Context: an optimization exercise on an open-source flow, tuned for small area. The choices shown serve that exercise and are no tape-out recipe.
The RTL was checked by simulation tests, not by an equivalence proof against the original design.
Power and IR drop assume default switching activity.

--- run.sh ---
#!/bin/bash
# synth_recipe.tcl (not shown) runs the flow's synth.tcl, then flattens the netlist and writes it again
# the make line also repeats each setting of config.mk as NAME=value (left out here)
make -C /OpenROAD-flow-scripts/flow DESIGN_CONFIG=/design/flow/config.mk WORK_HOME=/design/flow/orfs CLKGATE_MAP_FILE= SYNTH_SCRIPT=/design/flow/synth_recipe.tcl finish
--- design.v ---
`default_nettype none
module arm_multicycle_core #(
  parameter int          ADDR_W    = 32,
  parameter logic [31:0] RESET_PC  = 32'h0,
  parameter int          SHIFT_EN  = 1,
  parameter int          UNDEF_NOP = 0
) (
  input  logic              clk,
  input  logic              rst_n,
  output logic              o_instr_req,
  output logic [ADDR_W-1:0] o_instr_addr,
  input  logic              i_instr_valid,
  input  logic [31:0]       i_instr,
  output logic              o_mem_req,
  output logic              o_mem_we,
  output logic [ADDR_W-1:0] o_mem_addr,
  output logic [31:0]       o_mem_wdata,
  input  logic              i_mem_ack,
  input  logic [31:0]       i_mem_rdata,
  output logic [ADDR_W-1:0] o_pc,
  output logic [3:0]        o_flags,
  output logic              o_halted
);
  localparam logic [2:0] S_FETCH  = 3'd0;
  localparam logic [2:0] S_DECODE = 3'd1;
  localparam logic [2:0] S_EXEC   = 3'd2;
  localparam logic [2:0] S_MEM    = 3'd3;
  localparam logic [2:0] S_WB     = 3'd4;
  localparam logic [2:0] S_HALT   = 3'd5;
  logic [2:0]  r_state, w_next;
  logic [31:2] r_pc;
  logic [31:0] r_ir;
  logic [3:0]  r_flags;
  logic [31:0] r_t;
  logic        r_shc;
  logic [31:0] r_ring [0:14];
  logic [14:0] r_rv;
  logic [3:0]  r_rot;       
  logic        r_pend;      
  logic [3:0]  r_pidx;
  wire st_fetch  = (r_state == S_FETCH);
  wire st_decode = (r_state == S_DECODE);
  wire st_exec   = (r_state == S_EXEC);
  wire st_mem    = (r_state == S_MEM);
  wire st_wb     = (r_state == S_WB);
  wire st_halt   = (r_state == S_HALT);
  wire [3:0] w_cond = r_ir[31:28];
  wire [1:0] w_op   = r_ir[27:26];
  wire       w_i    = r_ir[25];
  wire [3:0] w_cmd  = r_ir[24:21];
  wire       w_s    = r_ir[20];
  wire [3:0] w_rn   = r_ir[19:16];
  wire [3:0] w_rd   = r_ir[15:12];
  wire [3:0] w_rot  = r_ir[11:8];
  wire [4:0] w_imm5 = r_ir[11:7];
  wire [1:0] w_sh   = r_ir[6:5];
  wire [3:0] w_rm   = r_ir[3:0];
  wire [31:3] w_inc = r_pc[31:3] + 29'd1;
  wire [31:0] w_pc8 = {w_inc, r_pc[2], 2'b00};
  wire [31:2] w_pc4 = r_pc[2] ? {w_inc, 1'b0} : {r_pc[31:3], 1'b1};
  logic [3:0]  w_ridx;
  logic [31:0] w_rp;
  always_comb begin
    if (st_decode)    w_ridx = w_rm;
    else if (st_exec) w_ridx = (w_op == 2'b10) ? 4'd15 : w_rn;
    else              w_ridx = w_rd;
  end
  function automatic logic [3:0] f_mod15(input logic [3:0] a, input logic [3:0] b, input logic ci);
    logic [4:0] s;
    s = {1'b0, a} + {1'b0, b} + {4'd0, ci};
    if (s >= 5'd15) s = s - 5'd15;
    f_mod15 = s[3:0];
  endfunction
  wire [3:0]  w_rpos = f_mod15(w_ridx, r_rot, 1'b0);
  wire        w_byp  = st_decode & r_pend & (r_pidx == w_rm);
  logic [14:0] w_sel;
  always_comb begin
    for (int p = 0; p < 15; p++)
      w_sel[p] = (w_rpos == 4'(p)) & r_rv[p] & ~w_byp & (w_ridx != 4'd15);
    w_rp = (w_ridx == 4'd15) ? w_pc8 : (w_byp ? r_t : 32'd0);
    for (int p = 0; p < 15; p++)
      w_rp = w_rp | (r_ring[p] & {32{w_sel[p]}});
  end
  wire        w_wnew = st_wb & (w_rd != 4'd15);
  wire [3:0]  w_widx = r_pend ? r_pidx : w_rd;
  wire [3:0]  w_wpos = f_mod15(w_widx, r_rot, 1'b1);
  wire        w_wact = r_pend | w_wnew;
  logic [4:0] w_we;
  always_comb
    for (int j = 0; j < 5; j++) w_we[j] = w_wact & (w_wpos == 4'(3*j));
  wire        w_wdone = |w_we;
  wire w_n = r_flags[3], w_z = r_flags[2], w_c = r_flags[1], w_v = r_flags[0];
  logic w_cond_pass;
  always_comb begin
    case (w_cond)
      4'b0000: w_cond_pass = w_z;
      4'b0001: w_cond_pass = ~w_z;
      4'b0010: w_cond_pass = w_c;
      4'b0011: w_cond_pass = ~w_c;
      4'b0100: w_cond_pass = w_n;
      4'b0101: w_cond_pass = ~w_n;
      4'b0110: w_cond_pass = w_v;
      4'b0111: w_cond_pass = ~w_v;
      4'b1000: w_cond_pass = w_c & ~w_z;
      4'b1001: w_cond_pass = ~w_c | w_z;
      4'b1010: w_cond_pass = (w_n == w_v);
      4'b1011: w_cond_pass = (w_n != w_v);
      4'b1100: w_cond_pass = ~w_z & (w_n == w_v);
      4'b1101: w_cond_pass = w_z | (w_n != w_v);
      4'b1110: w_cond_pass = 1'b1;
      default: w_cond_pass = 1'b0;
    endcase
  end
  logic w_cmd_ok;
  always_comb begin
    case (w_cmd)
      4'b0000, 4'b0001, 4'b0010, 4'b0011,
      4'b0100, 4'b1010, 4'b1100, 4'b1101: w_cmd_ok = 1'b1;
      default:                            w_cmd_ok = 1'b0;
    endcase
  end
  wire w_is_dp = (w_op == 2'b00) & w_cmd_ok & ~(~w_i & r_ir[4]);
  wire w_is_ls = (w_op == 2'b01) & ~w_i & ~r_ir[22] & r_ir[24] & ~r_ir[21];
  wire w_is_b  = (w_op == 2'b10) & r_ir[25] & ~r_ir[24];
  wire w_undef = ~(w_is_dp | w_is_ls | w_is_b);
  logic [31:0] w_x, w_r, w_op2;
  logic [4:0]  w_amt;
  logic        w_lsl, w_rsh, w_fill, w_shc;
  logic [31:0] w_therm;
  always_comb begin
    w_x   = w_rp;
    w_amt = 5'd0;
    w_lsl = 1'b0;
    w_rsh = 1'b0;
    if (w_op[1]) begin
      w_x   = {r_ir[23:0], 8'd0};
      w_amt = 5'd6;
      w_rsh = 1'b1;
    end else if (w_op[0]) begin
      w_x   = {20'd0, r_ir[11:0]};
    end else if (w_i) begin
      w_x   = {24'd0, r_ir[7:0]};
      w_amt = {w_rot, 1'b0};
    end else if (SHIFT_EN != 0) begin
      case (w_sh)
        2'b00:   begin w_amt = 5'd0 - w_imm5; w_lsl = 1'b1; end
        2'b01,
        2'b10:   begin w_amt = w_imm5; w_rsh = 1'b1; end
        default: w_amt = w_imm5;
      endcase
    end
    w_r = w_x;
    if (w_amt[0]) w_r = {w_r[0],    w_r[31:1]};
    if (w_amt[1]) w_r = {w_r[1:0],  w_r[31:2]};
    if (w_amt[2]) w_r = {w_r[3:0],  w_r[31:4]};
    if (w_amt[3]) w_r = {w_r[7:0],  w_r[31:8]};
    if (w_amt[4]) w_r = {w_r[15:0], w_r[31:16]};
    w_fill = w_x[31] & (w_op[1] | w_sh[1]);
    for (int k = 0; k < 32; k++) w_therm[k] = (5'(k) < w_imm5);
    for (int k = 0; k < 32; k++) begin
      w_op2[k] = w_r[k];
      if (w_lsl & w_therm[k]) w_op2[k] = 1'b0;
      if (w_rsh & (w_op[1] ? (k >= 26) : w_therm[31-k])) w_op2[k] = w_fill;
    end
    w_shc = w_c;
    if (w_i) begin
      if (w_rot != 4'd0) w_shc = w_r[31];
    end else if ((SHIFT_EN != 0) && (w_imm5 != 5'd0)) begin
      w_shc = w_lsl ? w_r[0] : w_r[31];
    end
  end
  wire w_c_and = (w_cmd == 4'b0000);
  wire w_c_eor = (w_cmd == 4'b0001);
  wire w_c_sub = (w_cmd == 4'b0010);
  wire w_c_rsb = (w_cmd == 4'b0011);
  wire w_c_add = (w_cmd == 4'b0100);
  wire w_c_cmp = (w_cmd == 4'b1010);
  wire w_c_orr = (w_cmd == 4'b1100);
  wire w_dp    = (w_op == 2'b00);
  wire w_inv_a = w_dp & w_c_rsb;
  wire w_inv_b = w_dp ? (w_c_sub | w_c_cmp) : ((w_op == 2'b01) & ~r_ir[23]);
  wire w_cin   = w_dp ? (w_c_sub | w_c_cmp | w_c_rsb) : ((w_op == 2'b01) & ~r_ir[23]);
  wire w_arith = ~w_dp | w_c_sub | w_c_cmp | w_c_rsb | w_c_add;
  wire [31:0] w_xa = w_inv_a ? ~w_rp : w_rp;
  wire [31:0] w_yb = w_inv_b ? ~r_t  : r_t;
  wire [32:0] w_sum = {1'b0, w_xa} + {1'b0, w_yb} + {32'd0, w_cin};
  logic [31:0] w_res;
  always_comb begin
    if (w_arith)      w_res = w_sum[31:0];
    else if (w_c_and) w_res = w_rp & r_t;
    else if (w_c_eor) w_res = w_rp ^ r_t;
    else if (w_c_orr) w_res = w_rp | r_t;
    else              w_res = r_t;
  end
  wire       w_zero = (w_res == 32'd0);
  wire [3:0] w_nf = w_arith ?
                    {w_res[31], w_zero, w_sum[32], ~(w_xa[31] ^ w_yb[31]) & (w_sum[31] ^ w_xa[31])} :
                    {w_res[31], w_zero, r_shc, w_v};
  always_comb begin
    w_next = r_state;
    case (r_state)
      S_FETCH:  if (i_instr_valid) w_next = S_DECODE;
      S_DECODE: begin
        if (!w_cond_pass)  w_next = S_FETCH;
        else if (w_undef)  w_next = (UNDEF_NOP != 0) ? S_FETCH : S_HALT;
        else               w_next = S_EXEC;
      end
      S_EXEC: begin
        if (w_op == 2'b00)      w_next = w_c_cmp ? S_FETCH : S_WB;
        else if (w_op == 2'b01) w_next = S_MEM;
        else                    w_next = S_FETCH;
      end
      S_MEM:    if (i_mem_ack) w_next = w_s ? S_WB : S_FETCH;
      S_WB:     w_next = S_FETCH;
      S_HALT:   w_next = S_HALT;
      default:  w_next = S_FETCH;
    endcase
  end
  assign o_instr_req  = st_fetch & rst_n;
  assign o_mem_req    = st_mem;
  assign o_mem_we     = ~w_s;
  assign o_halted     = st_halt;
  assign o_instr_addr = {r_pc, 2'b00};
  assign o_pc         = {r_pc, 2'b00};
  assign o_flags      = r_flags;
  assign o_mem_addr   = {r_t[31:2], 2'b00};
  assign o_mem_wdata  = w_rp;
  always_ff @(posedge clk or negedge rst_n) begin
    if (!rst_n) r_state <= S_FETCH;
    else        r_state <= w_next;
  end
  always_ff @(posedge clk or negedge rst_n) begin
    if (!rst_n) begin
      r_pc    <= RESET_PC[31:2];
      r_flags <= '0;
      r_rv    <= '0;
      r_rot   <= '0;
      r_pend  <= 1'b0;
    end else begin
      if ((st_decode & (~w_cond_pass | (w_undef & (UNDEF_NOP != 0)))) |
          (st_exec & w_dp & w_c_cmp) |
          (st_mem & i_mem_ack & ~w_s) |
          (st_wb & (w_rd != 4'd15)))
        r_pc <= w_pc4;
      else if (st_exec & w_op[1])
        r_pc <= w_sum[31:2];
      else if (st_wb)
        r_pc <= r_t[31:2];
      if (st_exec & w_dp & (w_s | w_c_cmp)) r_flags <= w_nf;
      r_rot  <= (r_rot == 4'd14) ? 4'd0 : r_rot + 4'd1;
      r_pend <= w_wact & ~w_wdone;
      for (int p = 0; p < 15; p++)
        r_rv[p] <= ((p % 3) == 0 && w_we[p/3]) ? 1'b1 : r_rv[(p + 14) % 15];
    end
  end
  always_ff @(posedge clk) begin
    r_ir[31:28] <= i_instr[31:28];
    r_ir[25]    <= i_instr[25];
    r_ir[11:0]  <= i_instr[11:0];
    if (st_fetch) begin
      r_ir[27:26] <= i_instr[27:26];
      r_ir[24:12] <= i_instr[24:12];
    end
    if (w_wnew) r_pidx <= w_rd;
    if (st_decode) begin
      r_t   <= w_op2;
      r_shc <= w_shc;
    end else if (st_exec) begin
      r_t   <= w_res;
    end else if (st_mem & i_mem_ack & w_s) begin
      r_t   <= i_mem_rdata;
    end
    for (int p = 0; p < 15; p++)
      r_ring[p] <= ((p % 3) == 0 && w_we[p/3]) ? r_t : r_ring[(p + 14) % 15];
  end
endmodule
`default_nettype wire
--- config.mk ---
export PLATFORM = sky130hd
export DESIGN_NAME = arm_multicycle_core
export DESIGN_NICKNAME = arm_multicycle_core
export VERILOG_FILES = /design/flow/design.v
export SDC_FILE = /design/flow/constraint.sdc
export NUM_CORES = 8
export LEC_CHECK = 0
export CAP_MARGIN = 20
export CORE_MARGIN = 2
export CORE_UTILIZATION = 40
export PLACE_DENSITY = 0.6
export SLEW_MARGIN = 20
--- constraint.sdc ---
create_clock -name core_clock -period 10.0 [get_ports {clk}]
set_input_delay 2.0000 -clock core_clock [delete_from_list [all_inputs] [get_ports {clk}]]
set_output_delay 2.0000 -clock core_clock [all_outputs]
set_load 0.01 [all_outputs]
==> notes.md <==
## cell families (layout without fill, tap and decap cells)
kind of cell    after synthesis  in the layout  synth area share (%)
fa+ha+maj                   113            113                 4.569
mux                         136            136                 4.755
other cells                   1              8               0.01187
compound gates             1093           1093                 23.92
buf+inv                     426            559                 6.533
xor+xnor                    135            135                 3.785
flops                       607            607                 41.01
simple gates                995            995                 15.42
## critical path, delay by kind of cell (launching register included)
family	cells	cell delay, ps
DFF	1	590
and+or+nand+nor	7	1470
muxes	1	310
xor gates and xnor gates	2	270
AOI/OAI and AO/OA	16	4630
buffers and inverters	5	940
adders and majority gates	3	1010
## per-stage QoR
| step | cells | cell area (um^2) | setup slack, ps | power, mW | util (%) |
|---|---|---|---|---|---|
| floorplan | 3511 | 31620 | 1692 | 8.537 | - |
| global placement | 4576 | 34400 | 834.7 | 11.83 | 43.76 |
| detailed placement | 4576 | 34400 | 744.2 | 11.84 | 43.76 |
| CTS | 4694 | 36670 | 635.9 | 14.41 | 46.65 |
| global route | 4694 | 36680 | 109.2 | 15.25 | 46.66 |
| finish | 4696 | 36680 | 488.7 | 14.71 | 46.66 |
## state kept, by name, indices dropped and copies added (netlist names)
| register | flops |
|---|---|
| r_pend | 1 |
| w_cmd_ok | 1 |
| r_t | 32 |
| r_shc | 1 |
| r_ir | 32 |
| r_pc | 30 |
| r_pidx | 4 |
| r_flags | 4 |
| r_state | 3 |
| r_rot | 4 |
| r_rv | 15 |
| r_ring | 480 |
## power groups by stage
stage / logic [mW] / registers [mW] / clock network, mW
after floorplan: 4.85 / 3.68 / 0
after global placement: 7.92 / 3.91 / 0
after detailed placement: 7.93 / 3.91 / 0
after CTS: 7.97 / 3.87 / 2.57
after global routing: 8.63 / 3.96 / 2.67
final: 8.24 / 3.91 / 2.56
## layout by cell type, fill, tap and decap left out, types with 12 or more instances in the layout
| cell | n |
|---|---|
| clkbuf_8 | 13 |
| xor2_1 | 55 |
| o22ai_1 | 62 |
| or2_2 | 15 |
| a221oi_1 | 41 |
| a32oi_1 | 45 |
| edfxtp_1 | 52 |
| o21ai_0 | 234 |
| nand4_1 | 54 |
| o31ai_1 | 23 |
| a31oi_1 | 22 |
| clkbuf_16 | 75 |
| clkdlybuf4s50_1 | 196 |
| and2_1 | 12 |
| o22a_1 | 15 |
| nand3_1 | 82 |
| ha_1 | 109 |
| mux2i_1 | 58 |
| a211oi_1 | 68 |
| dfrtp_1 | 57 |
| a21oi_1 | 202 |
| nor4_1 | 37 |
| nand2_1 | 350 |
| o211ai_1 | 60 |
| a21o_1 | 18 |
| nor2b_1 | 17 |
| or3_1 | 13 |
| inv_1 | 109 |
| o21a_1 | 14 |
| xnor2_1 | 79 |
| buf_4 | 133 |
| clkbuf_1 | 13 |
| dfxtp_1 | 498 |
| mux2_2 | 71 |
| nand2b_1 | 19 |
| and3_1 | 24 |
| nor2_1 | 208 |
| nor3_1 | 84 |
| a22oi_1 | 126 |
## worst max path at each step
stage          startpoint         end  cells past startpoint
6_report       r_state[0]     r_t[31]                     34
5_1_grt        r_state[0]     r_t[31]                     34
4_1_cts        r_state[0]     r_t[25]                     33
3_5_place_dp   r_state[0]     r_t[25]                     33
3_3_place_gp   r_state[0]     r_t[31]                     34
2_1_floorplan  r_state[1]  r_flags[2]                     36
## layout make-up
cell class	instances	share of cell area, %
clock inverters	17	0.4570
flip-flops and latches	607	35.32
well taps	1050	3.581
diodes	2	0.01364
clock buffers	101	5.737
multi-input cells	2478	45.63
repair buffers	330	8.124
inverters	111	1.136
## routing by layer
layer	up-vias	share of wire [%]	global-route usage (%)
met5	-	0.0056	0
li1	13080	-	-
met3	363	11	6.840
met4	2	6.0	18.29
met1	14570	40	44.63
met2	2001	43	51.08
==> impl_metrics.tcl <==
set metrics [dict create \
    synth_cells 3506 \
    hp-start "r_ring[6][6]" \
    synthFlopType "dfxtp_1" \
    reg2reg_to "r_t[31]" \
    port_buffers 197 \
    yosysSeqAreaShare_pct 41.01 \
    vias 30020 \
    drtIter0Drc 4147 \
    worst_pin_slew_ps 1240 \
    ys_ff_latch 607 \
    fmax_ghz 0.1051 \
    ctsRootBufferMaster "clkbuf_16" \
    maxCapViolCount 0 \
    hold_viol_final 0 \
    internal_power_mw 7.511 \
    fp.dieH_um 285.1 \
    p_leak_nw 14.17 \
    async_reset_ff_share_pct 9.390 \
    yosys_warnings 2 \
    postRouteAntennaNets 0 \
    antenna_found_initial 5 \
    seqCellArea_um2 12960 \
    routed_wl_um 141700 \
    setup_viol 0 \
    cts_tree "done" \
    ctsHoldBuffers 0 \
    power_frac_comb_pct 56.0 \
    cp-end-kind "register" \
    synth_top_area_share_pct 31.55 \
    slew_headroom_pct 16.46 \
    route.detailed.drc 0 \
    fill_cells 7675 \
    grt_pass1_wl_um 200900 \
    hold_path_depth 0 \
    grt_use_total_pct 33.57 \
    avgViaCountPerCell 6.392 \
    cts_resized 0 \
    syn-cell-area_um2 31600 \
    drive_above_1_share_pct 11.22 \
    reg2reg_depth 34 \
    status "timing/DRC/antenna clean" \
    switchingPower_mw 7.201 \
    fp.coreArea_um2 78610 \
    clock-sinks 607 \
    postCtsSetupBuffers 0 \
    row_count 103 \
    slowest_stage "a2111oi_1" \
    synth_enable_flop_cells 52 \
    synth.distinct_cells 112 \
    grt_pass1_vias 28110 \
    finalMaxSlewViolations 0 \
    grt_max_degree 71 \
    hpwl_um 101700 \
    multi_input_area_um2 16740 \
    slowest_delay_ps 760 \
    synth_area_leaders "dfxtp_1 32%, edfxtp_1 4.9%, dfrtp_1 4.5%" \
    syn_avg_cell_area_um2 9.013 \
    rsz0062_at_grt "no" \
    routedWlPerCell_um 30.17 \
    synthTopCellsByCount "498 x dfxtp_1, 352 x nand2_1, 234 x o21ai_0" \
    crit_path_max_fanout 30 \
    switching_share_pct 48.95 \
    p_clk_share_pct 17.4 \
    critPathKind "reg -> reg" \
    nets 3777 \
    numCtsBuffers 68 \
    r2r_slack_ps 490 \
    io_pins 204 \
    clockBufferDepth 3 \
    cp-start-kind "register" \
    peakVddDrop_mv 0.2255 \
    cp.required_ps 10360 \
    fin_crit_sh_pct 95.11 \
    grt_overflow 0 \
    gp_routability_congestion 1.049 \
    areaGrowthSynthToFinish_pct 16.09 \
    pwr_density_cell_nw_per_um2 401.0 \
    crit_arrival_ps 9870 \
    min_to "r_ring[7][6]" \
    hold_path_class "reg -> reg" \
    start_util_pct 40.20 \
    setup_tns_ps 0 \
    finClkSkew_ps 23.90 \
    clkTransAtPathRegs_ps 60 \
    p_seq_share_pct 26.6 \
    clk_latency_ps 620 \
    design.die.area_um2 81260 \
    ctsHtreeMaxLevel 3 \
    synth_top_area_cell "dfxtp_1" \
    hold_ws_ps 342.6 \
    r2r-start "r_state[0]" \
    die_width_um 285.1 \
    dr.pass1.iters 6 \
    synth_most_common_cell "dfxtp_1" \
    fin_crit_ps 9511 \
]

-- separate check: timing with driven ports --
No port has a modelled driver above. Below, the same layout with a new extraction and two added sets of constraints. Step 1 sets driving cells, clkbuf_16 on the clock port and buf_2 on the other inputs (assumed; they add their load-dependent delay and slew). Step 2 adds t to the input delays and takes it off the output delays; t is the mean of the earliest and latest rising clock arrival at the registers after step 1. Input paths then give back, and output paths get back, about the clock's delay inside the block. a / b / c = no drivers / after step 1 / after step 2; a / b = the first two.
t, ns: 0.681
setup WS [ns]: 0.489 / 0.489 / 0.489
clock arrival spread, ns: 0.024 / 0.024
After both steps this run still meets setup and hold. For this run, drivers alone change the setup slack by 0.000 ns; drivers and shift together by 0.000 ns.
